Background: an optimization exercise with open tools, aiming at small area, a short achievable clock period and few clock cycles per item. Do not read the settings as production practice.
RTL that was checked went through simulation tests only; none was proved equivalent to the original.
No functional check of the RTL was part of runs 1 and 2.

==> design/flow/design.v <==
`default_nettype none
package fft_pkg;
	typedef logic signed [16-1:0] sample_t;
	typedef struct packed {
		sample_t re;
		sample_t im;
	} cpx_t;
	typedef logic [4-1:0] addr_t;
	localparam int LAT = 21;
	localparam int LAT_B = LAT - 16;
endpackage
`default_nettype wire
`default_nettype none
module fft_loader (
	input  logic             i_clk,
	input  logic             i_wr_en,
	input  logic [16-1:0] i_wr_sel,
	input  fft_pkg::sample_t i_in_re,
	input  fft_pkg::sample_t i_in_im,
	input  logic             i_rd_en,
	input  fft_pkg::addr_t   i_rd_addr,
	output fft_pkg::cpx_t    o_rd_q
);
	logic [2*16-1:0] bank [0:16-1];
	always_ff @(posedge i_clk) begin
		for (int i = 0; i < 16; i++) begin
			if (i_wr_en && i_wr_sel[i]) begin
				bank[i] <= {i_in_re, i_in_im};
			end
		end
		if (i_rd_en) begin
			o_rd_q <= bank[i_rd_addr];
		end
	end
endmodule
`default_nettype wire
`default_nettype none
module fft_add #(
	parameter int W = 16
) (
	input  logic [W-1:0] i_a,
	input  logic [W-1:0] i_b,
	input  logic         i_c,
	output logic [W-1:0] o_s
);
	logic [W-1:0] h, g, p, gn, pn;
	always_comb begin
		h    = i_a ^ i_b;
		g    = i_a & i_b;
		p    = h;
		g[0] = g[0] | (h[0] & i_c);
		for (int l = 0; l < 5; l++) begin
			if ((1 << l) < W) begin
				gn = g;
				pn = p;
				for (int i = 0; i < W; i++) begin
					if (((i >> l) & 1) == 1) begin
						gn[i] = g[i] | (p[i] & g[((i >> l) << l) - 1]);
						pn[i] = p[i] & p[((i >> l) << l) - 1];
					end
				end
				g = gn;
				p = pn;
			end
		end
		o_s = h ^ {g[W-2:0], i_c};
	end
endmodule
module fft_butterfly #(
	parameter int D = 1
) (
	input  logic          i_clk,
	input  logic          i_adv,
	input  logic          i_hi,
	input  logic          i_swap,
	input  logic          i_neg_re,
	input  logic          i_neg_im,
	input  logic          i_nz_re,
	input  logic          i_nz_im,
	input  fft_pkg::cpx_t i_y,
	output fft_pkg::cpx_t o_out
);
	logic [2*16-1:0] ring [0:D-1];
	fft_pkg::cpx_t lo, sum, diff, ring_in;
	fft_pkg::sample_t q_re, q_im, n_re, n_im;
	logic z_re, z_im, cs_re, cd_re, cs_im, cd_im;
	assign lo = ring[0];
	always_comb begin
		q_re  = i_swap ? i_y.im : i_y.re;
		q_im  = i_swap ? i_y.re : i_y.im;
		z_re  = i_swap ? i_nz_im : i_nz_re;
		z_im  = i_swap ? i_nz_re : i_nz_im;
		n_re  = q_re ^ {16{i_neg_re}};
		n_im  = q_im ^ {16{i_neg_im}};
		cs_re = i_neg_re & ~z_re;
		cd_re = ~i_neg_re | z_re;
		cs_im = i_neg_im & ~z_im;
		cd_im = ~i_neg_im | z_im;
	end
	fft_add #(.W(16)) u_s_re (.i_a(lo.re), .i_b(n_re),  .i_c(cs_re), .o_s(sum.re));
	fft_add #(.W(16)) u_d_re (.i_a(lo.re), .i_b(~n_re), .i_c(cd_re), .o_s(diff.re));
	fft_add #(.W(16)) u_s_im (.i_a(lo.im), .i_b(n_im),  .i_c(cs_im), .o_s(sum.im));
	fft_add #(.W(16)) u_d_im (.i_a(lo.im), .i_b(~n_im), .i_c(cd_im), .o_s(diff.im));
	always_comb begin
		ring_in = i_hi ? diff : i_y;
		o_out   = i_hi ? sum : lo;
	end
	always_ff @(posedge i_clk) begin
		for (int i = 0; i < D - 1; i++) begin
			ring[i] <= ring[i+1];
		end
		ring[D-1] <= i_adv ? ring_in : ring[0];
	end
endmodule
`default_nettype wire
`default_nettype none
module fft_csa #(
	parameter int W = 24
) (
	input  logic [W-1:0] i_a,
	input  logic [W-1:0] i_b,
	input  logic [W-1:0] i_c,
	output logic [W-1:0] o_s,
	output logic [W-1:0] o_c
);
	logic [W-1:0] m;
	assign o_s = i_a ^ i_b ^ i_c;
	assign m   = (i_a & i_b) | (i_a & i_c) | (i_b & i_c);
	assign o_c = {m[W-2:0], 1'b0};
endmodule
module fft_mul181 (
	input  logic [16:0] i_a,
	output logic [23:0] o_s,
	output logic [23:0] o_c
);
	logic [23:0] a, s1, c1, s2, c2;
	assign a = {{7{i_a[16]}}, i_a};
	fft_csa u_c1 (.i_a(a << 7), .i_b(a << 5), .i_c(a << 4), .o_s(s1), .o_c(c1));
	fft_csa u_c2 (.i_a(s1),     .i_b(c1),     .i_c(a << 2), .o_s(s2), .o_c(c2));
	fft_csa u_c3 (.i_a(s2),     .i_b(c2),     .i_c(a),      .o_s(o_s), .o_c(o_c));
endmodule
module fft_mulw1 (
	input  fft_pkg::cpx_t i_x,
	output logic [23:0]   o_s_re,
	output logic [23:0]   o_c_re,
	output logic [23:0]   o_s_im,
	output logic [23:0]   o_c_im
);
	logic [23:0] u, v;
	logic [23:0] a0, a1, a2, a3, a4, a5, a6, a7;
	logic [23:0] b0, b1, b2, b3, b4, b5, b6, b7;
	logic [23:0] as1, ac1, as2, ac2, as3, ac3, as4, ac4, as5, ac5;
	logic [23:0] bs1, bc1, bs2, bc2, bs3, bc3, bs4, bc4, bs5, bc5;
	assign u = {{8{i_x.re[16-1]}}, i_x.re};
	assign v = {{8{i_x.im[16-1]}}, i_x.im};
	assign a0 = u << 8;
	assign a1 = ~(u << 4);
	assign a2 = ~(u << 2);
	assign a3 = u;
	assign a4 = v << 6;
	assign a5 = v << 5;
	assign a6 = v << 1;
	assign a7 = 24'd2;
	assign b0 = v << 8;
	assign b1 = ~(v << 4);
	assign b2 = ~(v << 2);
	assign b3 = v;
	assign b4 = ~(u << 6);
	assign b5 = ~(u << 5);
	assign b6 = ~(u << 1);
	assign b7 = 24'd5;
	fft_csa u_a1 (.i_a(a0),  .i_b(a1),  .i_c(a2),  .o_s(as1), .o_c(ac1));
	fft_csa u_a2 (.i_a(a3),  .i_b(a4),  .i_c(a5),  .o_s(as2), .o_c(ac2));
	fft_csa u_a3 (.i_a(as1), .i_b(ac1), .i_c(as2), .o_s(as3), .o_c(ac3));
	fft_csa u_a4 (.i_a(ac2), .i_b(a6),  .i_c(a7),  .o_s(as4), .o_c(ac4));
	fft_csa u_a5 (.i_a(as3), .i_b(ac3), .i_c(as4), .o_s(as5), .o_c(ac5));
	fft_csa u_a6 (.i_a(as5), .i_b(ac5), .i_c(ac4), .o_s(o_s_re), .o_c(o_c_re));
	fft_csa u_b1 (.i_a(b0),  .i_b(b1),  .i_c(b2),  .o_s(bs1), .o_c(bc1));
	fft_csa u_b2 (.i_a(b3),  .i_b(b4),  .i_c(b5),  .o_s(bs2), .o_c(bc2));
	fft_csa u_b3 (.i_a(bs1), .i_b(bc1), .i_c(bs2), .o_s(bs3), .o_c(bc3));
	fft_csa u_b4 (.i_a(bc2), .i_b(b6),  .i_c(b7),  .o_s(bs4), .o_c(bc4));
	fft_csa u_b5 (.i_a(bs3), .i_b(bc3), .i_c(bs4), .o_s(bs5), .o_c(bc5));
	fft_csa u_b6 (.i_a(bs5), .i_b(bc5), .i_c(bc4), .o_s(o_s_im), .o_c(o_c_im));
endmodule
module fft_cpa (
	input  logic [23:0]            i_s,
	input  logic [23:0]            i_c,
	output logic [16-1:0]  o_t,
	output logic                   o_nz
);
	logic [23:0] p;
	fft_add #(.W(24)) u_add (.i_a(i_s), .i_b(i_c), .i_c(1'b0), .o_s(p));
	assign o_t  = p[8 +: 16];
	assign o_nz = |p[7:0];
endmodule
module fft_engine (
	input  logic           i_clk,
	input  logic           i_adv,
	input  fft_pkg::addr_t i_pos_n,
	input  fft_pkg::cpx_t  i_x,
	output fft_pkg::cpx_t  o_y
);
	fft_pkg::addr_t p0, p1, pm2, p2, pm3, p3;
	logic hi0, hi1, rot1, mul2, hi2, rot2, use3, sel3_x, sel3_w1, swap3, hi3, rot3, kk3;
	always_comb begin
		p0  = i_pos_n - fft_pkg::addr_t'(1);
		p1  = i_pos_n - fft_pkg::addr_t'(3);
		pm2 = i_pos_n - fft_pkg::addr_t'(6);
		p2  = i_pos_n - fft_pkg::addr_t'(7);
		pm3 = i_pos_n - fft_pkg::addr_t'(12);
		p3  = i_pos_n - fft_pkg::addr_t'(13);
	end
	always_ff @(posedge i_clk) begin
		hi0     <= p0[0];
		hi1     <= p1[1];
		rot1    <= p1[0];
		mul2    <= pm2[2] & pm2[0];
		hi2     <= p2[2];
		rot2    <= p2[1];
		use3    <= pm3[3] & (pm3[1:0] == 2'd2);
		sel3_x  <= ~pm3[3] | (pm3[1:0] == 2'd0);
		sel3_w1 <= pm3[3] & pm3[0];
		swap3   <= pm3[3] & (pm3[1:0] == 2'd3);
		hi3     <= p3[3];
		rot3    <= p3[2];
		kk3     <= (p3[1:0] == 2'd3);
	end
	fft_pkg::cpx_t s0_out, r1, s1_out, r2, r2m, s2_out, r3, r3m;
	logic          nz2, nz3_re, nz3_im;
	fft_butterfly #(.D(1)) u_s0 (
		.i_clk (i_clk), .i_adv (i_adv),
		.i_hi (hi0), .i_swap (1'b0), .i_neg_re (1'b0), .i_neg_im (1'b0),
		.i_nz_re (1'b0), .i_nz_im (1'b0),
		.i_y (i_x), .o_out (s0_out)
	);
	always_ff @(posedge i_clk) begin
		if (i_adv) r1 <= s0_out;
	end
	fft_butterfly #(.D(2)) u_s1 (
		.i_clk (i_clk), .i_adv (i_adv),
		.i_hi (hi1), .i_swap (rot1), .i_neg_re (1'b0), .i_neg_im (rot1),
		.i_nz_re (1'b0), .i_nz_im (1'b0),
		.i_y (r1), .o_out (s1_out)
	);
	always_ff @(posedge i_clk) begin
		if (i_adv) r2 <= s1_out;
	end
	fft_pkg::cpx_t wx, w2_t;
	logic [16:0]   wa, wb;
	logic [23:0]   w2_s_re, w2_c_re, w2_s_im, w2_c_im;
	logic          w2_nz_re, w2_nz_im;
	assign wx = use3 ? r3 : r2;
	fft_add #(.W(17)) u_wa (
		.i_a ({wx.re[16-1], wx.re}),
		.i_b ({wx.im[16-1], wx.im}), .i_c (1'b0), .o_s (wa));
	fft_add #(.W(17)) u_wb (
		.i_a ({wx.im[16-1], wx.im}),
		.i_b (~{wx.re[16-1], wx.re}), .i_c (1'b1), .o_s (wb));
	fft_mul181 u_w2re (.i_a (wa), .o_s (w2_s_re), .o_c (w2_c_re));
	fft_mul181 u_w2im (.i_a (wb), .o_s (w2_s_im), .o_c (w2_c_im));
	fft_cpa u_cpa2re (.i_s (w2_s_re), .i_c (w2_c_re), .o_t (w2_t.re), .o_nz (w2_nz_re));
	fft_cpa u_cpa2im (.i_s (w2_s_im), .i_c (w2_c_im), .o_t (w2_t.im), .o_nz (w2_nz_im));
	always_ff @(posedge i_clk) begin
		if (i_adv) begin
			r2m <= mul2 ? w2_t : r2;
			nz2 <= mul2 & w2_nz_re;
		end
	end
	fft_butterfly #(.D(4)) u_s2 (
		.i_clk (i_clk), .i_adv (i_adv),
		.i_hi (hi2), .i_swap (rot2), .i_neg_re (1'b0), .i_neg_im (rot2),
		.i_nz_re (nz2), .i_nz_im (1'b0),
		.i_y (r2m), .o_out (s2_out)
	);
	always_ff @(posedge i_clk) begin
		if (i_adv) r3 <= s2_out;
	end
	fft_pkg::cpx_t x3, w1_t;
	logic [23:0]   w1_s_re, w1_c_re, w1_s_im, w1_c_im;
	logic          w1_nz_re, w1_nz_im;
	always_comb begin
		x3.re = swap3 ? r3.im : r3.re;
		x3.im = swap3 ? r3.re : r3.im;
	end
	fft_mulw1 u_w1 (.i_x (x3), .o_s_re (w1_s_re), .o_c_re (w1_c_re), .o_s_im (w1_s_im), .o_c_im (w1_c_im));
	fft_cpa u_cpa1re (.i_s (w1_s_re), .i_c (w1_c_re), .o_t (w1_t.re), .o_nz (w1_nz_re));
	fft_cpa u_cpa1im (.i_s (w1_s_im), .i_c (w1_c_im), .o_t (w1_t.im), .o_nz (w1_nz_im));
	always_ff @(posedge i_clk) begin
		if (i_adv) begin
			if (sel3_x) begin
				r3m    <= r3;
				nz3_re <= 1'b0;
				nz3_im <= 1'b0;
			end else if (sel3_w1) begin
				r3m    <= w1_t;
				nz3_re <= w1_nz_re;
				nz3_im <= w1_nz_im;
			end else begin
				r3m    <= w2_t;
				nz3_re <= w2_nz_re;
				nz3_im <= w2_nz_im;
			end
		end
	end
	fft_butterfly #(.D(8)) u_s3 (
		.i_clk (i_clk), .i_adv (i_adv),
		.i_hi (hi3), .i_swap (rot3),
		.i_neg_re (rot3 & kk3), .i_neg_im (rot3 | kk3),
		.i_nz_re (nz3_re), .i_nz_im (nz3_im),
		.i_y (r3m), .o_out (o_y)
	);
endmodule
`default_nettype wire
`default_nettype none
module fft_unloader (
	input  logic             i_clk,
	input  logic             i_arst_n,
	input  logic             i_push,
	input  fft_pkg::cpx_t    i_data,
	input  logic             i_last,
	output logic             o_skid_full_next,
	output logic             o_out_valid,
	input  logic             i_out_ready,
	output fft_pkg::sample_t o_out_re,
	output fft_pkg::sample_t o_out_im,
	output logic             o_out_last
);
	logic          skid_v, skid_last, head_last;
	fft_pkg::cpx_t skid_d, head_d;
	logic          pop, hold;
	logic          head_v_n, skid_v_n;
	assign pop  = o_out_valid & i_out_ready;
	assign hold = o_out_valid & ~i_out_ready;
	always_comb begin
		if (hold) begin
			head_v_n = 1'b1;
			skid_v_n = skid_v | i_push;
		end else begin
			head_v_n = skid_v | i_push;
			skid_v_n = 1'b0;
		end
	end
	assign o_skid_full_next = skid_v_n;
	always_ff @(posedge i_clk or negedge i_arst_n) begin
		if (!i_arst_n) begin
			o_out_valid <= 1'b0;
			skid_v      <= 1'b0;
		end else begin
			o_out_valid <= head_v_n;
			skid_v      <= skid_v_n;
		end
	end
	always_ff @(posedge i_clk) begin
		if (hold) begin
			if (i_push) begin
				skid_d    <= i_data;
				skid_last <= i_last;
			end
		end else if (skid_v) begin
			head_d    <= skid_d;
			head_last <= skid_last;
		end else if (i_push) begin
			head_d    <= i_data;
			head_last <= i_last;
		end
	end
	assign o_out_re   = head_d.re;
	assign o_out_im   = head_d.im;
	assign o_out_last = head_last;
endmodule
`default_nettype wire
`default_nettype none
module fft_top (
	input  logic             i_clk,
	input  logic             i_arst_n,
	input  logic             i_in_valid,
	output logic             o_in_ready,
	input  fft_pkg::sample_t i_in_re,
	input  fft_pkg::sample_t i_in_im,
	output logic             o_out_valid,
	input  logic             i_out_ready,
	output fft_pkg::sample_t o_out_re,
	output fft_pkg::sample_t o_out_im,
	output logic             o_out_last
);
	localparam fft_pkg::addr_t LAST = fft_pkg::addr_t'(16 - 1);
	localparam fft_pkg::addr_t LB   = fft_pkg::addr_t'(fft_pkg::LAT_B);
	fft_pkg::addr_t wcnt;
	logic           wpar;
	logic           avail;      
	logic           in_rdy;
	fft_pkg::addr_t pos;        
	logic           rpar;
	logic           adv;        
	logic [2:0]     sc;         
	logic           cur_data;   
	logic           ft_a, ft_b, ft_c;  
	logic           skid_full_next;
	fft_pkg::addr_t ra, ra_n;   
	logic           take, wdone, boundary, data_now, rdone, start;
	logic           push;
	fft_pkg::addr_t wcnt_n, pos_n;
	logic           wpar_n, rpar_n, avail_n, cur_data_n;
	logic           ft_a_n, ft_b_n, ft_c_n;
	logic [2:0]     sc_n;
	logic           active_n, adv_n, reading_n, in_rdy_n, empty;
	logic           av0, av1, adv0, adv1, rdy0, rdy1;
	fft_pkg::addr_t wa_n;
	logic [16-1:0] wsel, wsel_n;  
	logic           ev, ev_n, ex_last, ex_last_n;
	always_comb begin
		take     = i_in_valid & in_rdy;
		wdone    = take & (wcnt == LAST);
		boundary = (pos == '0);
		data_now = boundary ? avail : cur_data;
		rdone    = adv & data_now & (pos == LAST);
		start    = adv & boundary;
		wcnt_n     = wcnt + fft_pkg::addr_t'(take);
		wpar_n     = wpar ^ wdone;
		rpar_n     = rpar ^ rdone;
		avail_n    = wdone | (avail & ~rdone);
		pos_n      = pos + fft_pkg::addr_t'(adv);
		cur_data_n = start ? avail : cur_data;
		ft_a_n     = start ? avail : ft_a;
		ft_b_n     = start ? ft_a  : ft_b;
		ft_c_n     = start ? ft_b  : ft_c;
		push = adv & ev;
		if (pos_n == '0 || pos_n >= LB) begin
			ev_n = ft_b_n;
		end else begin
			ev_n = ft_c_n;
		end
		ex_last_n = ((pos_n - LB) == LAST);
		empty = boundary & ~ft_a & ~ft_b;
		if (adv || empty) begin
			sc_n = '0;
		end else begin
			sc_n = sc + 3'd1;
		end
		reading_n = (pos_n == '0) ? av0 : cur_data_n;
		av0  = avail & ~rdone;
		av1  = (wcnt == LAST) | av0;
		adv0 = ((pos_n != '0) | av0 | ft_a_n | ft_b_n) & ~skid_full_next & (sc_n == '0);
		adv1 = ((pos_n != '0) | av1 | ft_a_n | ft_b_n) & ~skid_full_next & (sc_n == '0);
		rdy0 = ~av0 | (reading_n & ((pos_n > wcnt) | ((pos_n == wcnt) & adv0)));
		rdy1 = ~av1 | (((pos_n == '0) ? av1 : cur_data_n)
			& ((pos_n > (wcnt + 4'd1)) | ((pos_n == (wcnt + 4'd1)) & adv1)));
		adv_n    = take ? adv1 : adv0;
		in_rdy_n = take ? rdy1 : rdy0;
		for (int i = 0; i < 4; i++) begin
			ra_n[i] = rpar_n ? pos_n[i] : pos_n[4-1-i];
			wa_n[i] = wpar_n ? wcnt_n[4-1-i] : wcnt_n[i];
		end
		for (int i = 0; i < 16; i++) begin
			wsel_n[i] = (wa_n == fft_pkg::addr_t'(i));
		end
	end
	always_ff @(posedge i_clk or negedge i_arst_n) begin
		if (!i_arst_n) begin
			wcnt     <= '0;
			wpar     <= 1'b0;
			rpar     <= 1'b0;
			avail    <= 1'b0;
			pos      <= '0;
			cur_data <= 1'b0;
			ft_a     <= 1'b0;
			ft_b     <= 1'b0;
			ft_c     <= 1'b0;
			sc       <= '0;
			adv      <= 1'b0;
			in_rdy   <= 1'b0;
			ra       <= '0;
			wsel     <= 16'(1);
			ev       <= 1'b0;
			ex_last  <= 1'b0;
		end else begin
			wcnt     <= wcnt_n;
			wpar     <= wpar_n;
			rpar     <= rpar_n;
			avail    <= avail_n;
			pos      <= pos_n;
			cur_data <= cur_data_n;
			ft_a     <= ft_a_n;
			ft_b     <= ft_b_n;
			ft_c     <= ft_c_n;
			sc       <= sc_n;
			adv      <= adv_n;
			in_rdy   <= in_rdy_n;
			ra       <= ra_n;
			wsel     <= wsel_n;
			ev       <= ev_n;
			ex_last  <= ex_last_n;
		end
	end
	assign o_in_ready = in_rdy;
	fft_pkg::cpx_t rd_data, pipe_out;
	fft_loader u_loader (
		.i_clk    (i_clk),
		.i_wr_en  (take),
		.i_wr_sel (wsel),
		.i_in_re  (i_in_re),
		.i_in_im  (i_in_im),
		.i_rd_en  (adv),
		.i_rd_addr(ra),
		.o_rd_q   (rd_data)
	);
	fft_engine u_engine (
		.i_clk (i_clk),
		.i_adv (adv),
		.i_pos_n (pos_n),
		.i_x   (rd_data),
		.o_y   (pipe_out)
	);
	fft_unloader u_unloader (
		.i_clk            (i_clk),
		.i_arst_n         (i_arst_n),
		.i_push           (push),
		.i_data           (pipe_out),
		.i_last           (ex_last),
		.o_skid_full_next (skid_full_next),
		.o_out_valid      (o_out_valid),
		.i_out_ready      (i_out_ready),
		.o_out_re         (o_out_re),
		.o_out_im         (o_out_im),
		.o_out_last       (o_out_last)
	);
endmodule
`default_nettype wire
==> design/flow/flow/run.sh <==
#!/bin/bash
# Standard layout, with the timing repair aiming for more setup slack than
# the clock period needs.
set -e
cd "$(dirname "$0")/.."
export SETUP_SLACK_MARGIN=9
bash standard.sh > standard.log 2>&1
==> design/flow/standard.sh <==
#!/bin/bash
# synth_recipe.tcl (not shown) runs the flow's synth.tcl, then flattens the netlist and writes it again
# the make line also repeats each setting of config.mk as NAME=value (left out here)
make -C /OpenROAD-flow-scripts/flow DESIGN_CONFIG=/design/flow/config.mk WORK_HOME=/design/flow/orfs CLKGATE_MAP_FILE= SYNTH_SCRIPT=/design/flow/synth_recipe.tcl "${@:-finish}"
==> design/flow/config.mk <==
export PLATFORM = sky130hd
export DESIGN_NAME = fft_top
export DESIGN_NICKNAME = fft_top
export VERILOG_FILES = /design/flow/design.v
export SDC_FILE = /design/flow/constraint.sdc
export NUM_CORES = 4
export LEC_CHECK = 0
export CAP_MARGIN = 20
export CORE_MARGIN = 2
export CORE_UTILIZATION = 30
export SLEW_MARGIN = 20
==> design/flow/constraint.sdc <==
create_clock -name core_clock -period 13.5 [get_ports {i_clk}]
set_input_delay 2.7000 -clock core_clock [delete_from_list [all_inputs] [get_ports {i_clk}]]
set_output_delay 2.7000 -clock core_clock [all_outputs]
set_load 0.01 [all_outputs]
==> reports/summary.txt, run 1 <==
Crit path required time -> 13980 ps
CTS tree -> yes
FP Rows -> 173
CP Max Fanout -> 7
Syn Std Cell Area -> 0.06668 sq mm
Clock Tree Buf Depth -> 3
DRT Pass-1 Iters -> 5
# IOs -> 71
dpl hpwl -> 104300 um
Routed WL -> 161300 um
Avg Inst Size Synth -> 12.38 sq um
Setup CP Type -> reg -> reg
cells after synthesis -> 5385
crit path DAT -> 7060 ps
DIE AREA -> 0.2261 sq mm
count of cell types in the netlist -> 92
hold_ws -> 277.2 ps
Finished Cell Area -> 0.07709 sq mm
share of cells above drive strength 1 -> 14.34%
status -> timing/DRC/antenna clean
Core ar. -> 0.2217 sq mm
element type at the critical path end -> register
Yosys Warn Count -> 16
max cap viols -> 0
min Tclk post-route -> 6577 ps
Clock Latency Late Sink -> 780 ps
Fin Setup TNS -> 0 ps
ys async rst share -> 3.364%
final slew viol count -> 0
largest family of logic cells by synthesized area -> adder cells
max frequency -> 152.1 MHz
synth-to-layout area growth -> 15.61%
Placed Area -> 0.07129 sq mm
H-tree Lvls -> 3
post-DR vias/cell -> 4.704
Tightest Pin Transition -> 1008 ps
GRT Total Usage -> 14.12%
EDFF count, synth -> 805
largest net degree at the start of global routing -> 143
Initial Util -> 30.08%
fin nets -> 6334
RSZ-0062 raised after global routing -> true
area share of fa/ha/maj cells after synthesis -> 18.31%
final setup vio count -> 0
complex-gate fraction of the synthesized area -> 10.08%
Vias -> 40479
Post-Synth XOR/XNOR Area -> 4.370%
Hold WC Path Type -> reg -> reg
Reg2Reg Depth -> 26
1st-iter DRT viols -> 2771
initial antenna violation count -> 12
Die Ht -> 475.5 um
Antenna Nets Post-Route -> 0
# DRC -> 0
portion of netlist area occupied by mux cells -> 5.331%
clock sinks -> 1308
RePlAce Congestion -> 0.8384
Slew headroom -> 32.77%
clk slew on worst S/H paths -> 70 ps
Final period util -> 48.71%
Die X-Extent -> 475.5 um
DR WL/cell -> 18.74 um
Clock Skew -> 68.04 ps
number of synthesized register bits -> 1308
vias in the first global route -> 41191
register area share after synthesis -> 51.68%
CP startpoint kind -> register
Final Hold Viols -> 0
most common flop cell mapped by yosys -> edfxtp_1
CTS Hold Bufs -> 0
Clock Tree Root -> clkbuf_16
first-pass GRT wire length -> 247900 um
Simple-Gate Fraction of Synth Area -> 5.772%
total global routing overflow -> 0
port bufs -> 70
CTS Buf Count -> 118
Min-Delay Path Depth -> 0
[kinds of logic (layout without fill, tap and decap cells)]
group | Yosys count | in the layout
AOI/OAI and AO/OA | 1018 | 1018
xor gates and xnor gates | 331 | 331
adders and majority gates | 780 | 780
buffers and inverters | 783 | 1025
DFF | 1308 | 1308
muxes | 331 | 332
other | 1 | 3
and+or+nand+nor | 833 | 833
[cell usage in the layout, fill, tap and decap left out, types with 17 or more instances in the layout]
| cell | count |
|---|---|
| a21boi_0 | 17 |
| a21o_1 | 44 |
| a21oi_1 | 294 |
| a21oi_2 | 21 |
| a221oi_1 | 27 |
| a22o_1 | 26 |
| a22oi_1 | 182 |
| buf_4 | 117 |
| clkbuf_16 | 123 |
| clkdlybuf4s50_1 | 65 |
| clkinv_1 | 18 |
| clkinv_2 | 19 |
| dfrtp_1 | 40 |
| dfxtp_1 | 449 |
| edfxtp_1 | 805 |
| fa_1 | 318 |
| ha_1 | 420 |
| inv_1 | 571 |
| mux2_2 | 179 |
| mux2i_1 | 125 |
| nand2_1 | 204 |
| nand2b_1 | 37 |
| nand3_1 | 56 |
| nand4_1 | 46 |
| nor2_1 | 283 |
| nor2_2 | 17 |
| nor2b_1 | 34 |
| nor3_1 | 30 |
| o21a_1 | 41 |
| o21ai_0 | 111 |
| o21ai_2 | 19 |
| o21bai_1 | 38 |
| o22a_1 | 33 |
| xnor2_1 | 235 |
| xor2_1 | 61 |
[sequential cells by signal, summed over array words and instances (netlist names), 3 cells and up]
register and cells:
u_loader.o_rd_q 32, pos 4, u_engine.u_s3.ring 256, u_engine.u_s1.ring 64, ra 4, sc 3
u_engine.u_s2.ring 128, wsel 16, u_engine.r3 32, u_unloader.skid_d 32, u_engine.r2 32, u_unloader.head_d 32
u_engine.u_s0.ring 32, u_engine.r3m 32, u_loader.bank 512, wcnt 4, u_engine.r1 32, u_engine.r2m 32
[synthesized netlist by cell type (42+ instances only)]
cell,instances,area [sq um]
a21o_1,44,330.3
a21oi_1,317,1587
a22oi_1,182,1366
clkbuf_1,153,574.3
dfrtp_1,43,1076
dfxtp_1,459,9189
edfxtp_1,805,24170
fa_1,330,6606
ha_1,439,5493
inv_1,590,2215
mux2_2,193,2173
mux2i_1,138,1381
nand2_1,208,780.8
nand3_1,56,280.3
nand4_1,46,287.8
nor2_1,308,1156
o21a_1,42,315.3
o21ai_0,142,710.7
xnor2_1,253,2216
xor2_1,76,665.6
[critical path: stages, from the launching register on]
cell and delay [ps]:
dfxtp_4 450, buf_8 170, buf_6 130, mux2i_4 270
fa_2 280, nor2_4 50, o311a_4 390, o21ai_4 190
o21ai_4 80, fa_2 440, xnor2_4 170, inv_2 80
fa_1 510, inv_1 50, fa_1 440, fa_1 540
ha_4 220, a21o_1 170, a21oi_2 220, o21ai_2 80
a21oi_2 170, a21boi_2 100, o31a_1 340, buf_4 160
o41ai_4 210, xor2_1 140, mux2_2 270
[metrics by stage]
step	util [%]	setup WS, ps	cells
finish	34.78	6924	8605
detailed placement	32.16	5914	8301
global placement	32.16	6094	8301
CTS	34.38	6975	8566
floorplan	-	7067	5386
global route	34.78	6712	8604
[final timing paths]
path                                                    from                                 to  slack, ps
hold reg to reg            u_engine.u_s2.ring[2][21]$_DFF_P_  u_engine.u_s2.ring[1][21]$_DFF_P_        280
hold / removal             u_engine.u_s2.ring[2][21]$_DFF_P_  u_engine.u_s2.ring[1][21]$_DFF_P_        280
setup reg to reg                       u_engine.use3$_DFF_P_         u_engine.r2m[31]$_DFFE_PP_       6920
max in group asynchronous                           i_arst_n                      adv$_DFF_PN0_      11000
min in group asynchronous                           i_arst_n                  wsel[9]$_DFF_PN0_       1980
setup / recovery                       u_engine.use3$_DFF_P_         u_engine.r2m[31]$_DFFE_PP_       6920
[layer usage]
layer  vias to the layer above  GRT usage (%)  part of all wire [%]
met5                         -              0                 0.078
met4                        18          3.236                   2.2
met3                       236          2.497                   5.4
met2                       888          24.14                    48
met1                     20209          18.53                    44
li1                      19128              -                     -
[repair_timing]
| item | CTS | global route |
|---|---|---|
| pin swaps | 41 | 47 |
| setup buffers | 44 | 38 |
| gates cloned | 1 | 0 |
| resized for setup | 140 | 110 |
| setup endpoints to repair | 129 | 88 |
[layout make-up]
type / instances / area (sq um)
flip-flops and latches: 1308 / 34490
diodes: 1 / 2.502
multi-input cells: 3296 / 30820
repair buffers: 211 / 1916
fillers: 21544 / 144600
clock inverters: 70 / 595.6
clock buffers: 150 / 3289
well taps: 2975 / 3722
inverters: 594 / 2255
==> run 2: changes to the inputs <==
--- a/design/flow/design.v
+++ b/design/flow/design.v
@@ -8,3 +8,3 @@
 	typedef logic [4-1:0] addr_t;
-	localparam int LAT = 21;
+	localparam int LAT = 23;
 	localparam int LAT_B = LAT - 16;
@@ -19,5 +19,4 @@
 	input  fft_pkg::sample_t i_in_im,
-	input  logic             i_rd_en,
 	input  fft_pkg::addr_t   i_rd_addr,
-	output fft_pkg::cpx_t    o_rd_q
+	output fft_pkg::cpx_t    o_rd_data
 );
@@ -30,6 +29,4 @@
 		end
-		if (i_rd_en) begin
-			o_rd_q <= bank[i_rd_addr];
-		end
 	end
+	assign o_rd_data = bank[i_rd_addr];
 endmodule
@@ -184,11 +181,11 @@
 endmodule
-module fft_cpa (
-	input  logic [23:0]            i_s,
-	input  logic [23:0]            i_c,
-	output logic [16-1:0]  o_t,
-	output logic                   o_nz
+module fft_low (
+	input  logic [7:0] i_s,
+	input  logic [7:0] i_c,
+	output logic       o_cy,
+	output logic       o_nz
 );
-	logic [23:0] p;
-	fft_add #(.W(24)) u_add (.i_a(i_s), .i_b(i_c), .i_c(1'b0), .o_s(p));
-	assign o_t  = p[8 +: 16];
+	logic [8:0] p;
+	fft_add #(.W(9)) u_add (.i_a({1'b0, i_s}), .i_b({1'b0, i_c}), .i_c(1'b0), .o_s(p));
+	assign o_cy = p[8];
 	assign o_nz = |p[7:0];
@@ -205,8 +202,8 @@
 	always_comb begin
-		p0  = i_pos_n - fft_pkg::addr_t'(1);
-		p1  = i_pos_n - fft_pkg::addr_t'(3);
-		pm2 = i_pos_n - fft_pkg::addr_t'(6);
+		p0  = i_pos_n;
+		p1  = i_pos_n - fft_pkg::addr_t'(2);
+		pm2 = i_pos_n - fft_pkg::addr_t'(5);
 		p2  = i_pos_n - fft_pkg::addr_t'(7);
-		pm3 = i_pos_n - fft_pkg::addr_t'(12);
-		p3  = i_pos_n - fft_pkg::addr_t'(13);
+		pm3 = i_pos_n - fft_pkg::addr_t'(13);
+		p3  = i_pos_n - fft_pkg::addr_t'(15);
 	end
@@ -227,3 +224,3 @@
 	end
-	fft_pkg::cpx_t s0_out, r1, s1_out, r2, r2m, s2_out, r3, r3m;
+	fft_pkg::cpx_t s0_out, r1, s1_out, r2, r2m, s2_out, r3a, r3, r3m;
 	logic          nz2, nz3_re, nz3_im;
@@ -244,24 +241,56 @@
 	);
+	logic [16:0] a2_d, b2_d, a2, b2;
+	fft_add #(.W(17)) u_a2 (
+		.i_a ({s1_out.re[16-1], s1_out.re}),
+		.i_b ({s1_out.im[16-1], s1_out.im}), .i_c (1'b0), .o_s (a2_d));
+	fft_add #(.W(17)) u_b2 (
+		.i_a ({s1_out.im[16-1], s1_out.im}),
+		.i_b (~{s1_out.re[16-1], s1_out.re}), .i_c (1'b1), .o_s (b2_d));
 	always_ff @(posedge i_clk) begin
-		if (i_adv) r2 <= s1_out;
+		if (i_adv) begin
+			r2 <= s1_out;
+			a2 <= a2_d;
+			b2 <= b2_d;
+		end
 	end
-	fft_pkg::cpx_t wx, w2_t;
 	logic [16:0]   wa, wb;
 	logic [23:0]   w2_s_re, w2_c_re, w2_s_im, w2_c_im;
-	logic          w2_nz_re, w2_nz_im;
-	assign wx = use3 ? r3 : r2;
-	fft_add #(.W(17)) u_wa (
-		.i_a ({wx.re[16-1], wx.re}),
-		.i_b ({wx.im[16-1], wx.im}), .i_c (1'b0), .o_s (wa));
-	fft_add #(.W(17)) u_wb (
-		.i_a ({wx.im[16-1], wx.im}),
-		.i_b (~{wx.re[16-1], wx.re}), .i_c (1'b1), .o_s (wb));
+	logic [16:0]   a3, b3;
+	assign wa = use3 ? a3 : a2;
+	assign wb = use3 ? b3 : b2;
 	fft_mul181 u_w2re (.i_a (wa), .o_s (w2_s_re), .o_c (w2_c_re));
 	fft_mul181 u_w2im (.i_a (wb), .o_s (w2_s_im), .o_c (w2_c_im));
-	fft_cpa u_cpa2re (.i_s (w2_s_re), .i_c (w2_c_re), .o_t (w2_t.re), .o_nz (w2_nz_re));
-	fft_cpa u_cpa2im (.i_s (w2_s_im), .i_c (w2_c_im), .o_t (w2_t.im), .o_nz (w2_nz_im));
+	logic [15:0]   cs2_s_re, cs2_c_re, cs2_s_im, cs2_c_im;
+	logic          cs2_cy_re, cs2_nz_re, cs2_cy_im;
+	logic          w2_cy_re, w2_nz_re, w2_cy_im, w2_nz_im;
+	fft_pkg::cpx_t y2;
+	fft_low u_l2re (.i_s (w2_s_re[7:0]), .i_c (w2_c_re[7:0]), .o_cy (w2_cy_re), .o_nz (w2_nz_re));
+	fft_low u_l2im (.i_s (w2_s_im[7:0]), .i_c (w2_c_im[7:0]), .o_cy (w2_cy_im), .o_nz (w2_nz_im));
 	always_ff @(posedge i_clk) begin
 		if (i_adv) begin
-			r2m <= mul2 ? w2_t : r2;
-			nz2 <= mul2 & w2_nz_re;
+			if (mul2) begin
+				cs2_s_re  <= w2_s_re[23:8];
+				cs2_c_re  <= w2_c_re[23:8];
+				cs2_cy_re <= w2_cy_re;
+				cs2_nz_re <= w2_nz_re;
+				cs2_s_im  <= w2_s_im[23:8];
+				cs2_c_im  <= w2_c_im[23:8];
+				cs2_cy_im <= w2_cy_im;
+			end else begin
+				cs2_s_re  <= r2.re;
+				cs2_c_re  <= '0;
+				cs2_cy_re <= 1'b0;
+				cs2_nz_re <= 1'b0;
+				cs2_s_im  <= r2.im;
+				cs2_c_im  <= '0;
+				cs2_cy_im <= 1'b0;
+			end
+		end
+	end
+	fft_add #(.W(16)) u_cpa2re (.i_a (cs2_s_re), .i_b (cs2_c_re), .i_c (cs2_cy_re), .o_s (y2.re));
+	fft_add #(.W(16)) u_cpa2im (.i_a (cs2_s_im), .i_b (cs2_c_im), .i_c (cs2_cy_im), .o_s (y2.im));
+	always_ff @(posedge i_clk) begin
+		if (i_adv) begin
+			r2m <= y2;
+			nz2 <= cs2_nz_re;
 		end
@@ -274,8 +303,23 @@
 	);
+	logic [16:0] a3_d, b3_d;
+	fft_add #(.W(17)) u_a3 (
+		.i_a ({r3a.re[16-1], r3a.re}),
+		.i_b ({r3a.im[16-1], r3a.im}), .i_c (1'b0), .o_s (a3_d));
+	fft_add #(.W(17)) u_b3 (
+		.i_a ({r3a.im[16-1], r3a.im}),
+		.i_b (~{r3a.re[16-1], r3a.re}), .i_c (1'b1), .o_s (b3_d));
 	always_ff @(posedge i_clk) begin
-		if (i_adv) r3 <= s2_out;
+		if (i_adv) begin
+			r3a <= s2_out;
+			r3  <= r3a;
+			a3  <= a3_d;
+			b3  <= b3_d;
+		end
 	end
-	fft_pkg::cpx_t x3, w1_t;
+	fft_pkg::cpx_t x3;
 	logic [23:0]   w1_s_re, w1_c_re, w1_s_im, w1_c_im;
-	logic          w1_nz_re, w1_nz_im;
+	logic [15:0]   cs3_s_re, cs3_c_re, cs3_s_im, cs3_c_im;
+	logic          cs3_cy_re, cs3_nz_re, cs3_cy_im, cs3_nz_im;
+	logic          w1_cy_re, w1_nz_re, w1_cy_im, w1_nz_im;
+	fft_pkg::cpx_t y3;
 	always_comb begin
@@ -285,4 +329,4 @@
 	fft_mulw1 u_w1 (.i_x (x3), .o_s_re (w1_s_re), .o_c_re (w1_c_re), .o_s_im (w1_s_im), .o_c_im (w1_c_im));
-	fft_cpa u_cpa1re (.i_s (w1_s_re), .i_c (w1_c_re), .o_t (w1_t.re), .o_nz (w1_nz_re));
-	fft_cpa u_cpa1im (.i_s (w1_s_im), .i_c (w1_c_im), .o_t (w1_t.im), .o_nz (w1_nz_im));
+	fft_low u_l1re (.i_s (w1_s_re[7:0]), .i_c (w1_c_re[7:0]), .o_cy (w1_cy_re), .o_nz (w1_nz_re));
+	fft_low u_l1im (.i_s (w1_s_im[7:0]), .i_c (w1_c_im[7:0]), .o_cy (w1_cy_im), .o_nz (w1_nz_im));
 	always_ff @(posedge i_clk) begin
@@ -290,13 +334,28 @@
 			if (sel3_x) begin
-				r3m    <= r3;
-				nz3_re <= 1'b0;
-				nz3_im <= 1'b0;
+				cs3_s_re  <= r3.re;
+				cs3_c_re  <= '0;
+				cs3_cy_re <= 1'b0;
+				cs3_nz_re <= 1'b0;
+				cs3_s_im  <= r3.im;
+				cs3_c_im  <= '0;
+				cs3_cy_im <= 1'b0;
+				cs3_nz_im <= 1'b0;
 			end else if (sel3_w1) begin
-				r3m    <= w1_t;
-				nz3_re <= w1_nz_re;
-				nz3_im <= w1_nz_im;
+				cs3_s_re  <= w1_s_re[23:8];
+				cs3_c_re  <= w1_c_re[23:8];
+				cs3_cy_re <= w1_cy_re;
+				cs3_nz_re <= w1_nz_re;
+				cs3_s_im  <= w1_s_im[23:8];
+				cs3_c_im  <= w1_c_im[23:8];
+				cs3_cy_im <= w1_cy_im;
+				cs3_nz_im <= w1_nz_im;
 			end else begin
-				r3m    <= w2_t;
-				nz3_re <= w2_nz_re;
-				nz3_im <= w2_nz_im;
+				cs3_s_re  <= w2_s_re[23:8];
+				cs3_c_re  <= w2_c_re[23:8];
+				cs3_cy_re <= w2_cy_re;
+				cs3_nz_re <= w2_nz_re;
+				cs3_s_im  <= w2_s_im[23:8];
+				cs3_c_im  <= w2_c_im[23:8];
+				cs3_cy_im <= w2_cy_im;
+				cs3_nz_im <= w2_nz_im;
 			end
@@ -304,2 +363,11 @@
 	end
+	fft_add #(.W(16)) u_cpa3re (.i_a (cs3_s_re), .i_b (cs3_c_re), .i_c (cs3_cy_re), .o_s (y3.re));
+	fft_add #(.W(16)) u_cpa3im (.i_a (cs3_s_im), .i_b (cs3_c_im), .i_c (cs3_cy_im), .o_s (y3.im));
+	always_ff @(posedge i_clk) begin
+		if (i_adv) begin
+			r3m    <= y3;
+			nz3_re <= cs3_nz_re;
+			nz3_im <= cs3_nz_im;
+		end
+	end
 	fft_butterfly #(.D(8)) u_s3 (
@@ -502,5 +570,4 @@
 		.i_in_im  (i_in_im),
-		.i_rd_en  (adv),
 		.i_rd_addr(ra),
-		.o_rd_q   (rd_data)
+		.o_rd_data(rd_data)
 	);
--- a/design/flow/flow/run.sh
+++ b/design/flow/flow/run.sh
@@ -5,3 +5,3 @@
 cd "$(dirname "$0")/.."
-export SETUP_SLACK_MARGIN=9
+export SETUP_SLACK_MARGIN=9.5
 bash standard.sh > standard.log 2>&1
==> reports/summary.txt, run 2 <==
Hold WC Path Type -> reg -> reg
max cap viols -> 0
CTS Buf Count -> 153
most common flop cell mapped by yosys -> edfxtp_1
Clock Tree Buf Depth -> 3
area leader, netlist -> edfxtp_1
max frequency -> 210.6 MHz
GRT Total Usage -> 15.22%
GR met2 Demand/Resource -> 25.28%
fillers -> 23464
dpl hpwl -> 122300 um
CP Max Fanout -> 4
H-tree Lvls -> 4
1st-iter DRT viols -> 4114
fin nets -> 7301
share of cells above drive strength 1 -> 23.03%
Fin Setup TNS -> 0 ps
register with the most flip-flops -> u_loader.bank
# IOs -> 71
register area share after synthesis -> 54.11%
ys async rst share -> 2.916%
Largest regs -> u_loader.bank: 512 flops, u_engine.u_s3.ring: 256 flops, u_engine.u_s2.ring: 128 flops
Avg Inst Size Synth -> 12.63 sq um
CTS Hold Bufs -> 0
Setup CP Type -> reg -> reg
Final Hold Viols -> 0
Core ar. -> 0.2484 sq mm
number of synthesized register bits -> 1509
final setup vio count -> 0
synth-to-layout area growth -> 23.43%
hold wc startpoint -> u_engine.u_s1.ring[1][7]$_DFF_P_
Final period util -> 35.17%
initial antenna violation count -> 11
Placed Area -> 0.08037 sq mm
status -> timing/DRC/antenna clean
Reg2Reg Setup Slack -> 8750 ps
Largest register FFs -> 512
Yosys Warn Count -> 16
Routed WL -> 198500 um
# DRC -> 0
vias in the first global route -> 47501
r2r endpoint -> u_engine.a2[16]$_DFFE_PP_
DRT Pass-1 Iters -> 5
WHS Endpoint -> u_engine.u_s1.ring[0][7]$_DFF_P_
crit path DAT -> 5320 ps
Initial Util -> 30.13%
final cell count without fillers -> 9902
clk slew on worst S/H paths -> 60 ps
clock sinks -> 1509
M3 GR Usage -> 2.810%
busiest grt layer -> met2
CP startpoint kind -> register
RSZ-0062 raised after global routing -> true
Reg2Reg Depth -> 18
Clock Latency Late Sink -> 870 ps
port bufs -> 70
Vias -> 47037
Syn Std Cell Area -> 0.07485 sq mm
min Tclk post-route -> 4748 ps
RePlAce Congestion -> 0.9205
Clock Tree Root -> clkbuf_16
element type at the critical path end -> register
Finished Cell Area -> 0.09239 sq mm
post-DR vias/cell -> 4.750
commonest non-fill, non-tap cells in the layout -> edfxtp_1, inv_1, dfxtp_1
Clock Skew -> 103.9 ps
total global routing overflow -> 0
most common cell in the netlist -> edfxtp_1
top post-synthesis cells by area -> edfxtp_1, dfxtp_1, fa_1
FF-to-FF Start -> u_engine.hi0$_DFF_P_
DIE AREA -> 0.2535 sq mm
final slew viol count -> 0
CTS tree -> yes
Antenna Nets Post-Route -> 0
cells after synthesis -> 5928
count of cell types in the netlist -> 81
commonest non-fill, non-tap cell in the layout -> edfxtp_1
Slew headroom -> 27.93%
first-pass GRT wire length -> 294800 um
Tightest Pin Transition -> 1081 ps
DR WL/cell -> 20.05 um
Min-Delay Path Depth -> 0
Yosys top cell area share -> 40.36%
EDFF count, synth -> 1006
Synth top cells by count -> edfxtp_1, inv_1, ha_1
grt met1 use -> 20.05%
Die Ht -> 503.5 um
Die X-Extent -> 503.5 um
Post-Place Cells -> 9191
Crit path required time -> 14070 ps
FP Rows -> 183
largest net degree at the start of global routing -> 161
## run 2: cell types whose count changed in the layout (fill, tap and decap cells not counted), moves of 52 or more
cell / before / now
inv_2: 16 / 85
nor2_1: 283 / 367
fa_2: 12 / 67
buf_6: 14 / 84
a21oi_1: 294 / 226
buf_4: 117 / 313
o21ai_1: 14 / 115
edfxtp_1: 805 / 1006
a21oi_2: 21 / 73
## run 2: cells by family (layout without fill, tap and decap cells)
family,count (synthesis),after routing,share of synthesized area (%)
fa+ha+maj,826,826,17.46
mux,372,372,5.287
flops,1509,1509,54.11
compound gates,1012,1012,8.846
simple gates,988,988,6.078
xor+xnor,314,314,3.674
other cells,1,4,0.005010
buf+inv,906,1547,4.545
## run 2: worst max-delay path, cell delays in order (launching register included)
cell and delay, ps:
dfxtp_4 410, clkinvlp_4 210, mux2i_4 240, fa_2 370
a21o_1 180, a21o_4 240, a2111oi_4 370, o31ai_4 130
buf_4 150, a41o_1 250, xor2_1 150, mux2_2 300
ha_1 340, inv_1 140, o22ai_1 160, o41a_1 390
nor2_2 140, nor3_1 50, mux2_4 250
## run 2: final cells by class
cell class | count | area, sq um | area share [%]
clock inverter | 76 | 948.4 | 1.027
clock buffer | 210 | 4309 | 4.664
antenna | 2 | 5.005 | 0.005417
tap | 3330 | 4167 | 4.510
inverter | 712 | 2776 | 3.005
timing repair buffer | 549 | 5751 | 6.224
multi-input combinational | 3514 | 33880 | 36.67
sequential | 1509 | 40550 | 43.89
## run 2: worst max path at each step
stage	startpoint	slack (ps)	depth (start not counted)	endpoint
2_1_floorplan	adv$_DFF_PN0_	8420	10	in_rdy$_DFF_PN0_
3_3_place_gp	ra[1]$_DFF_PN0_	7700	17	u_engine.u_s0.ring[0][31]$_DFFE_PP_
3_5_place_dp	ra[1]$_DFF_PN0_	7620	18	u_engine.u_s0.ring[0][15]$_DFFE_PP_
4_1_cts	u_engine.hi0$_DFF_P_	8660	18	u_engine.a2[16]$_DFFE_PP_
5_1_grt	u_engine.hi0$_DFF_P_	8590	18	u_engine.a2[16]$_DFFE_PP_
6_report	u_engine.hi0$_DFF_P_	8750	18	u_engine.a2[16]$_DFFE_PP_
## run 2: stage by stage
stage | setup WS, ps | hold slack [ps] | util (%)
2_1_floorplan | 8422 | 309.6 | -
4_1_cts | 8658 | 293.1 | 36.32
6_report | 8752 | 292.9 | 37.19
3_3_place_gp | 7702 | 309.9 | 32.34
5_1_grt | 8587 | 295.6 | 37.19
3_5_place_dp | 7619 | 312.1 | 32.35
## run 2: routing by layer
layer  part of all wire (%)  vias to the layer above
met2                     48                     1547
met5                  0.027                        -
li1                       -                    21625
met3                    6.7                      379
met4                    3.1                        8
met1                     43                    23478
## run 2: what timing repair did
item	4_1_cts	5_1_grt
cloned	18	4
pin swaps	186	215
hold endpoints to repair	0	0
endpoints found under the setup margin	297	187
resized for setup	635	259
buffers inserted	260	141
==> run 3: changes to the inputs <==
--- a/design/flow/design.v
+++ b/design/flow/design.v
@@ -19,3 +19,3 @@
 	input  fft_pkg::sample_t i_in_im,
-	input  fft_pkg::addr_t   i_rd_addr,
+	input  logic [16-1:0] i_rd_sel,
 	output fft_pkg::cpx_t    o_rd_data
@@ -30,3 +30,8 @@
 	end
-	assign o_rd_data = bank[i_rd_addr];
+	always_comb begin
+		o_rd_data = '0;
+		for (int i = 0; i < 16; i++) begin
+			o_rd_data = o_rd_data | (bank[i] & {2*16{i_rd_sel[i]}});
+		end
+	end
 endmodule
@@ -127,12 +132,31 @@
 endmodule
-module fft_mul181 (
-	input  logic [16:0] i_a,
-	output logic [23:0] o_s,
-	output logic [23:0] o_c
+module fft_mulw2 (
+	input  fft_pkg::cpx_t i_x,
+	output logic [23:0]   o_s_re,
+	output logic [23:0]   o_c_re,
+	output logic [23:0]   o_s_im,
+	output logic [23:0]   o_c_im
 );
-	logic [23:0] a, s1, c1, s2, c2;
-	assign a = {{7{i_a[16]}}, i_a};
-	fft_csa u_c1 (.i_a(a << 7), .i_b(a << 5), .i_c(a << 4), .o_s(s1), .o_c(c1));
-	fft_csa u_c2 (.i_a(s1),     .i_b(c1),     .i_c(a << 2), .o_s(s2), .o_c(c2));
-	fft_csa u_c3 (.i_a(s2),     .i_b(c2),     .i_c(a),      .o_s(o_s), .o_c(o_c));
+	logic [23:0] u, v;
+	logic [23:0] as1, ac1, as2, ac2, as3, ac3, as4, ac4, as5, ac5, as6, ac6, as7, ac7;
+	logic [23:0] bs1, bc1, bs2, bc2, bs3, bc3, bs4, bc4, bs5, bc5, bs6, bc6, bs7, bc7, bs8, bc8;
+	assign u = {{8{i_x.re[16-1]}}, i_x.re};
+	assign v = {{8{i_x.im[16-1]}}, i_x.im};
+	fft_csa u_a1 (.i_a(u << 7),  .i_b(u << 5),  .i_c(u << 4),  .o_s(as1), .o_c(ac1));
+	fft_csa u_a2 (.i_a(u << 2),  .i_b(u),       .i_c(v << 7),  .o_s(as2), .o_c(ac2));
+	fft_csa u_a3 (.i_a(v << 5),  .i_b(v << 4),  .i_c(v << 2),  .o_s(as3), .o_c(ac3));
+	fft_csa u_a4 (.i_a(as1),     .i_b(ac1),     .i_c(as2),     .o_s(as4), .o_c(ac4));
+	fft_csa u_a5 (.i_a(ac2),     .i_b(as3),     .i_c(ac3),     .o_s(as5), .o_c(ac5));
+	fft_csa u_a6 (.i_a(as4),     .i_b(ac4),     .i_c(v),       .o_s(as6), .o_c(ac6));
+	fft_csa u_a7 (.i_a(as5),     .i_b(ac5),     .i_c(as6),     .o_s(as7), .o_c(ac7));
+	fft_csa u_a8 (.i_a(as7),     .i_b(ac7),     .i_c(ac6),     .o_s(o_s_re), .o_c(o_c_re));
+	fft_csa u_b1 (.i_a(v << 7),     .i_b(v << 5),     .i_c(v << 4),     .o_s(bs1), .o_c(bc1));
+	fft_csa u_b2 (.i_a(v << 2),     .i_b(v),          .i_c(~(u << 7)),  .o_s(bs2), .o_c(bc2));
+	fft_csa u_b3 (.i_a(~(u << 5)),  .i_b(~(u << 4)),  .i_c(~(u << 2)),  .o_s(bs3), .o_c(bc3));
+	fft_csa u_b4 (.i_a(bs1),        .i_b(bc1),        .i_c(bs2),        .o_s(bs4), .o_c(bc4));
+	fft_csa u_b5 (.i_a(bc2),        .i_b(bs3),        .i_c(bc3),        .o_s(bs5), .o_c(bc5));
+	fft_csa u_b6 (.i_a(bs4),        .i_b(bc4),        .i_c(~u),         .o_s(bs6), .o_c(bc6));
+	fft_csa u_b7 (.i_a(bs5),        .i_b(bc5),        .i_c(24'd5),      .o_s(bs7), .o_c(bc7));
+	fft_csa u_b8 (.i_a(bs6),        .i_b(bc6),        .i_c(bs7),        .o_s(bs8), .o_c(bc8));
+	fft_csa u_b9 (.i_a(bs8),        .i_b(bc8),        .i_c(bc7),        .o_s(o_s_im), .o_c(o_c_im));
 endmodule
@@ -181,11 +205,11 @@
 endmodule
-module fft_low (
-	input  logic [7:0] i_s,
-	input  logic [7:0] i_c,
-	output logic       o_cy,
-	output logic       o_nz
+module fft_cpa (
+	input  logic [23:0]            i_s,
+	input  logic [23:0]            i_c,
+	output logic [16-1:0]  o_t,
+	output logic                   o_nz
 );
-	logic [8:0] p;
-	fft_add #(.W(9)) u_add (.i_a({1'b0, i_s}), .i_b({1'b0, i_c}), .i_c(1'b0), .o_s(p));
-	assign o_cy = p[8];
+	logic [23:0] p;
+	fft_add #(.W(24)) u_add (.i_a(i_s), .i_b(i_c), .i_c(1'b0), .o_s(p));
+	assign o_t  = p[8 +: 16];
 	assign o_nz = |p[7:0];
@@ -241,29 +265,12 @@
 	);
-	logic [16:0] a2_d, b2_d, a2, b2;
-	fft_add #(.W(17)) u_a2 (
-		.i_a ({s1_out.re[16-1], s1_out.re}),
-		.i_b ({s1_out.im[16-1], s1_out.im}), .i_c (1'b0), .o_s (a2_d));
-	fft_add #(.W(17)) u_b2 (
-		.i_a ({s1_out.im[16-1], s1_out.im}),
-		.i_b (~{s1_out.re[16-1], s1_out.re}), .i_c (1'b1), .o_s (b2_d));
 	always_ff @(posedge i_clk) begin
-		if (i_adv) begin
-			r2 <= s1_out;
-			a2 <= a2_d;
-			b2 <= b2_d;
-		end
+		if (i_adv) r2 <= s1_out;
 	end
-	logic [16:0]   wa, wb;
+	fft_pkg::cpx_t wx;
 	logic [23:0]   w2_s_re, w2_c_re, w2_s_im, w2_c_im;
-	logic [16:0]   a3, b3;
-	assign wa = use3 ? a3 : a2;
-	assign wb = use3 ? b3 : b2;
-	fft_mul181 u_w2re (.i_a (wa), .o_s (w2_s_re), .o_c (w2_c_re));
-	fft_mul181 u_w2im (.i_a (wb), .o_s (w2_s_im), .o_c (w2_c_im));
-	logic [15:0]   cs2_s_re, cs2_c_re, cs2_s_im, cs2_c_im;
-	logic          cs2_cy_re, cs2_nz_re, cs2_cy_im;
-	logic          w2_cy_re, w2_nz_re, w2_cy_im, w2_nz_im;
+	assign wx = use3 ? r3 : r2;
+	fft_mulw2 u_w2 (.i_x (wx), .o_s_re (w2_s_re), .o_c_re (w2_c_re), .o_s_im (w2_s_im), .o_c_im (w2_c_im));
+	logic [23:0]   cs2_s_re, cs2_c_re, cs2_s_im, cs2_c_im;
 	fft_pkg::cpx_t y2;
-	fft_low u_l2re (.i_s (w2_s_re[7:0]), .i_c (w2_c_re[7:0]), .o_cy (w2_cy_re), .o_nz (w2_nz_re));
-	fft_low u_l2im (.i_s (w2_s_im[7:0]), .i_c (w2_c_im[7:0]), .o_cy (w2_cy_im), .o_nz (w2_nz_im));
+	logic          nz2_d, nz2_im_unused;
 	always_ff @(posedge i_clk) begin
@@ -271,17 +278,11 @@
 			if (mul2) begin
-				cs2_s_re  <= w2_s_re[23:8];
-				cs2_c_re  <= w2_c_re[23:8];
-				cs2_cy_re <= w2_cy_re;
-				cs2_nz_re <= w2_nz_re;
-				cs2_s_im  <= w2_s_im[23:8];
-				cs2_c_im  <= w2_c_im[23:8];
-				cs2_cy_im <= w2_cy_im;
+				cs2_s_re <= w2_s_re;
+				cs2_c_re <= w2_c_re;
+				cs2_s_im <= w2_s_im;
+				cs2_c_im <= w2_c_im;
 			end else begin
-				cs2_s_re  <= r2.re;
-				cs2_c_re  <= '0;
-				cs2_cy_re <= 1'b0;
-				cs2_nz_re <= 1'b0;
-				cs2_s_im  <= r2.im;
-				cs2_c_im  <= '0;
-				cs2_cy_im <= 1'b0;
+				cs2_s_re <= {r2.re, 8'd0};
+				cs2_c_re <= '0;
+				cs2_s_im <= {r2.im, 8'd0};
+				cs2_c_im <= '0;
 			end
@@ -289,4 +290,4 @@
 	end
-	fft_add #(.W(16)) u_cpa2re (.i_a (cs2_s_re), .i_b (cs2_c_re), .i_c (cs2_cy_re), .o_s (y2.re));
-	fft_add #(.W(16)) u_cpa2im (.i_a (cs2_s_im), .i_b (cs2_c_im), .i_c (cs2_cy_im), .o_s (y2.im));
+	fft_cpa u_cpa2re (.i_s (cs2_s_re), .i_c (cs2_c_re), .o_t (y2.re), .o_nz (nz2_d));
+	fft_cpa u_cpa2im (.i_s (cs2_s_im), .i_c (cs2_c_im), .o_t (y2.im), .o_nz (nz2_im_unused));
 	always_ff @(posedge i_clk) begin
@@ -294,3 +295,3 @@
 			r2m <= y2;
-			nz2 <= cs2_nz_re;
+			nz2 <= nz2_d;
 		end
@@ -303,9 +304,2 @@
 	);
-	logic [16:0] a3_d, b3_d;
-	fft_add #(.W(17)) u_a3 (
-		.i_a ({r3a.re[16-1], r3a.re}),
-		.i_b ({r3a.im[16-1], r3a.im}), .i_c (1'b0), .o_s (a3_d));
-	fft_add #(.W(17)) u_b3 (
-		.i_a ({r3a.im[16-1], r3a.im}),
-		.i_b (~{r3a.re[16-1], r3a.re}), .i_c (1'b1), .o_s (b3_d));
 	always_ff @(posedge i_clk) begin
@@ -314,4 +308,2 @@
 			r3  <= r3a;
-			a3  <= a3_d;
-			b3  <= b3_d;
 		end
@@ -320,6 +312,5 @@
 	logic [23:0]   w1_s_re, w1_c_re, w1_s_im, w1_c_im;
-	logic [15:0]   cs3_s_re, cs3_c_re, cs3_s_im, cs3_c_im;
-	logic          cs3_cy_re, cs3_nz_re, cs3_cy_im, cs3_nz_im;
-	logic          w1_cy_re, w1_nz_re, w1_cy_im, w1_nz_im;
+	logic [23:0]   cs3_s_re, cs3_c_re, cs3_s_im, cs3_c_im;
 	fft_pkg::cpx_t y3;
+	logic          nz3_re_d, nz3_im_d;
 	always_comb begin
@@ -329,4 +320,2 @@
 	fft_mulw1 u_w1 (.i_x (x3), .o_s_re (w1_s_re), .o_c_re (w1_c_re), .o_s_im (w1_s_im), .o_c_im (w1_c_im));
-	fft_low u_l1re (.i_s (w1_s_re[7:0]), .i_c (w1_c_re[7:0]), .o_cy (w1_cy_re), .o_nz (w1_nz_re));
-	fft_low u_l1im (.i_s (w1_s_im[7:0]), .i_c (w1_c_im[7:0]), .o_cy (w1_cy_im), .o_nz (w1_nz_im));
 	always_ff @(posedge i_clk) begin
@@ -334,28 +323,16 @@
 			if (sel3_x) begin
-				cs3_s_re  <= r3.re;
-				cs3_c_re  <= '0;
-				cs3_cy_re <= 1'b0;
-				cs3_nz_re <= 1'b0;
-				cs3_s_im  <= r3.im;
-				cs3_c_im  <= '0;
-				cs3_cy_im <= 1'b0;
-				cs3_nz_im <= 1'b0;
+				cs3_s_re <= {r3.re, 8'd0};
+				cs3_c_re <= '0;
+				cs3_s_im <= {r3.im, 8'd0};
+				cs3_c_im <= '0;
 			end else if (sel3_w1) begin
-				cs3_s_re  <= w1_s_re[23:8];
-				cs3_c_re  <= w1_c_re[23:8];
-				cs3_cy_re <= w1_cy_re;
-				cs3_nz_re <= w1_nz_re;
-				cs3_s_im  <= w1_s_im[23:8];
-				cs3_c_im  <= w1_c_im[23:8];
-				cs3_cy_im <= w1_cy_im;
-				cs3_nz_im <= w1_nz_im;
+				cs3_s_re <= w1_s_re;
+				cs3_c_re <= w1_c_re;
+				cs3_s_im <= w1_s_im;
+				cs3_c_im <= w1_c_im;
 			end else begin
-				cs3_s_re  <= w2_s_re[23:8];
-				cs3_c_re  <= w2_c_re[23:8];
-				cs3_cy_re <= w2_cy_re;
-				cs3_nz_re <= w2_nz_re;
-				cs3_s_im  <= w2_s_im[23:8];
-				cs3_c_im  <= w2_c_im[23:8];
-				cs3_cy_im <= w2_cy_im;
-				cs3_nz_im <= w2_nz_im;
+				cs3_s_re <= w2_s_re;
+				cs3_c_re <= w2_c_re;
+				cs3_s_im <= w2_s_im;
+				cs3_c_im <= w2_c_im;
 			end
@@ -363,4 +340,4 @@
 	end
-	fft_add #(.W(16)) u_cpa3re (.i_a (cs3_s_re), .i_b (cs3_c_re), .i_c (cs3_cy_re), .o_s (y3.re));
-	fft_add #(.W(16)) u_cpa3im (.i_a (cs3_s_im), .i_b (cs3_c_im), .i_c (cs3_cy_im), .o_s (y3.im));
+	fft_cpa u_cpa3re (.i_s (cs3_s_re), .i_c (cs3_c_re), .o_t (y3.re), .o_nz (nz3_re_d));
+	fft_cpa u_cpa3im (.i_s (cs3_s_im), .i_c (cs3_c_im), .o_t (y3.im), .o_nz (nz3_im_d));
 	always_ff @(posedge i_clk) begin
@@ -368,4 +345,4 @@
 			r3m    <= y3;
-			nz3_re <= cs3_nz_re;
-			nz3_im <= cs3_nz_im;
+			nz3_re <= nz3_re_d;
+			nz3_im <= nz3_im_d;
 		end
@@ -466,3 +443,4 @@
 	logic           skid_full_next;
-	fft_pkg::addr_t ra, ra_n;   
+	fft_pkg::addr_t ra_n;       
+	logic [16-1:0] rsel, rsel_n;  
 	logic           take, wdone, boundary, data_now, rdone, start;
@@ -523,2 +501,3 @@
 			wsel_n[i] = (wa_n == fft_pkg::addr_t'(i));
+			rsel_n[i] = (ra_n == fft_pkg::addr_t'(i));
 		end
@@ -539,3 +518,3 @@
 			in_rdy   <= 1'b0;
-			ra       <= '0;
+			rsel     <= 16'(1);
 			wsel     <= 16'(1);
@@ -556,3 +535,3 @@
 			in_rdy   <= in_rdy_n;
-			ra       <= ra_n;
+			rsel     <= rsel_n;
 			wsel     <= wsel_n;
@@ -570,3 +549,3 @@
 		.i_in_im  (i_in_im),
-		.i_rd_addr(ra),
+		.i_rd_sel (rsel),
 		.o_rd_data(rd_data)
==> reports/summary.txt, run 3 <==
Crit path required time -> 14020 ps
GR met2 Demand/Resource -> 25.38%
Initial Util -> 30.10%
Final Hold Viols -> 0
post-DR vias/cell -> 4.734
area leader, netlist -> edfxtp_1
Synth top cells by count -> edfxtp_1, inv_1, fa_1
ant diodes -> 0
Fin Setup TNS -> 0 ps
Yosys Warn Count -> 15
Avg Inst Size Synth -> 12.80 sq um
Tightest Pin Transition -> 983.0 ps
crit path DAT -> 5000 ps
fin nets -> 7393
Yosys top cell area share -> 38.39%
Largest register FFs -> 512
DR WL/cell -> 20.48 um
clk slew on worst S/H paths -> 60 ps
commonest non-fill, non-tap cells in the layout -> edfxtp_1, inv_1, ha_1
hold_ws -> 274.4 ps
EDFF count, synth -> 987
Core Util, Final -> 35.77%
dpl hpwl -> 131600 um
M3 GR Usage -> 2.373%
hold wc startpoint -> u_engine.u_s1.ring[1][30]$_DFF_P_
H-tree Lvls -> 4
Clock Latency Late Sink -> 840 ps
initial antenna violation count -> 13
Routed WL -> 202700 um
Antenna Nets Post-Route -> 0
grt met1 use -> 19.91%
count of cell types in the netlist -> 79
register with the most flip-flops -> u_loader.bank
CP startpoint kind -> register
Core ar. -> 0.2565 sq mm
Clock Tree Root -> clkbuf_16
FP Rows -> 186
Slew headroom -> 34.47%
register area share after synthesis -> 52.11%
status -> timing/DRC/antenna clean
Clock Tree Buf Depth -> 3
commonest non-fill, non-tap cell in the layout -> edfxtp_1
top post-synthesis cells by area -> edfxtp_1, fa_1, dfxtp_1
CTS Buf Count -> 153
Largest regs -> u_loader.bank: 512 flops, u_engine.u_s3.ring: 256 flops, u_engine.u_s2.ring: 128 flops
total global routing overflow -> 0
Reg2Reg Depth -> 11
Final period util -> 33.22%
largest net degree at the start of global routing -> 159
ys async rst share -> 3.728%
final setup vio count -> 0
Reg2Reg Setup Slack -> 9010 ps
Clock Skew -> 72.25 ps
r2r endpoint -> u_engine.cs2_s_im[10]$_DFFE_PP_
min Tclk post-route -> 4485 ps
WHS Endpoint -> u_engine.u_s1.ring[0][30]$_DFF_P_
CP Max Fanout -> 8
Vias -> 46844
Die X-Extent -> 511.3 um
clock sinks -> 1502
max frequency -> 223.0 MHz
cells after synthesis -> 6031
busiest grt layer -> met2
Setup CP Type -> reg -> reg
RSZ-0062 raised after global routing -> true
Die Ht -> 511.3 um
1st-iter DRT viols -> 3514
number of synthesized register bits -> 1502
most common cell in the netlist -> edfxtp_1
-- run 3: what timing repair did --
item / 4_1_cts / 5_1_grt
setup buffers: 142 / 99
setup endpoints to repair: 302 / 210
cloned: 8 / 8
gates resized for setup: 403 / 198
pin swaps: 66 / 104
hold buffers: 0 / 0
-- run 3: cells by family after synthesis --
logic type                 synth area share [%]
DFF                                       52.11
buffers and inverters                     4.809
and+or+nand+nor                           5.908
adders and majority gates                 20.64
AOI/OAI and AO/OA                         8.305
muxes                                     5.316
xor gates and xnor gates                  2.904
other                                  0.004858
-- run 3: worst max path at each step --
stage	from	endpoint	slack, ps
3_3_place_gp	u_engine.use3$_DFF_P_	u_engine.cs2_s_re[16]$_DFFE_PP_	8180
6_report	u_engine.use3$_DFF_P_	u_engine.cs2_s_im[10]$_DFFE_PP_	9010
2_1_floorplan	adv$_DFF_PN0_	in_rdy$_DFF_PN0_	8380
3_5_place_dp	u_engine.use3$_DFF_P_	u_engine.cs2_s_re[16]$_DFFE_PP_	8120
4_1_cts	u_engine.use3$_DFF_P_	u_engine.cs2_s_re[16]$_DFFE_PP_	9010
5_1_grt	u_engine.use3$_DFF_P_	u_engine.cs3_s_re[15]$_DFFE_PP_	8920
-- run 3: cell type report --
type	instances	area, sq um
fill	24564	164700
clock buffer	206	4259
timing repair buffer	386	3943
multi-input combinational	3541	34940
clock inverter	74	934.6
tap	3384	4234
sequential	1502	40280
inverter	802	3127
-- run 3: per-layer routing --
metal | part of all wire (%) | vias up
li1 | - | 21564
met1 | 43 | 23737
met2 | 48 | 1205
met3 | 5.5 | 316
met4 | 2.7 | 22
met5 | 0.070 | -
-- run 3: critical path, stage by stage (launching register included) --
cell     delay, ps
dfxtp_4        500
buf_16         210
mux2i_4        330
inv_4          100
fa_1           550
inv_2           40
fa_1           510
inv_2           40
fa_1           490
fa_1           600
fa_2           490
mux2_4         280
-- run 3: metrics by stage --
stage	setup slack (ps)	cells	area (sq um)
6_report	9015	9895	91720
5_1_grt	8920	9895	91720
4_1_cts	9006	9788	90100
3_5_place_dp	8124	9358	82750
3_3_place_gp	8184	9358	82750
2_1_floorplan	8376	6032	78300
Testbench counts of run 3, summed over its fixed seeds: cycles 1,344, frames 64.

## afterwards: timing with drivers on the ports
In the flow no input, the clock included, has a driving cell. The finished layouts below were timed again as built, in two steps.
Step 1 sets driving cells, clkbuf_16 on the clock port and buf_2 on the other inputs (assumed; they add their load-dependent delay and slew).
Step 2, shift: input delay + t, output delay - t, t = (earliest + latest rising clock arrival at the registers) / 2. This alone moves slack from input paths to output paths.
a / b / c = ideal / step 1 / step 2; a / b = the first two.
| run | t (ns) | setup WS [ns] | worst setup path at the end | latest minus earliest clock arrival (ns) | pins driven straight from the clock port |
|---|---|---|---|---|---|
| run 1 | 0.833 | 6.923 / 6.923 / 6.923 | register to register | 0.109 / 0.109 | 1 |
| run 2 | 0.892 | 8.752 / 8.752 / 8.752 | register to register | 0.110 / 0.110 | 1 |
| run 3 | 0.877 | 9.015 / 9.015 / 8.934 | input to register | 0.075 / 0.075 | 1 |
After both steps setup and hold are still met in every run listed. The setup slack of run 3, which loses most, moves by 0.000 ns with the drivers and by -0.081 ns with both steps.
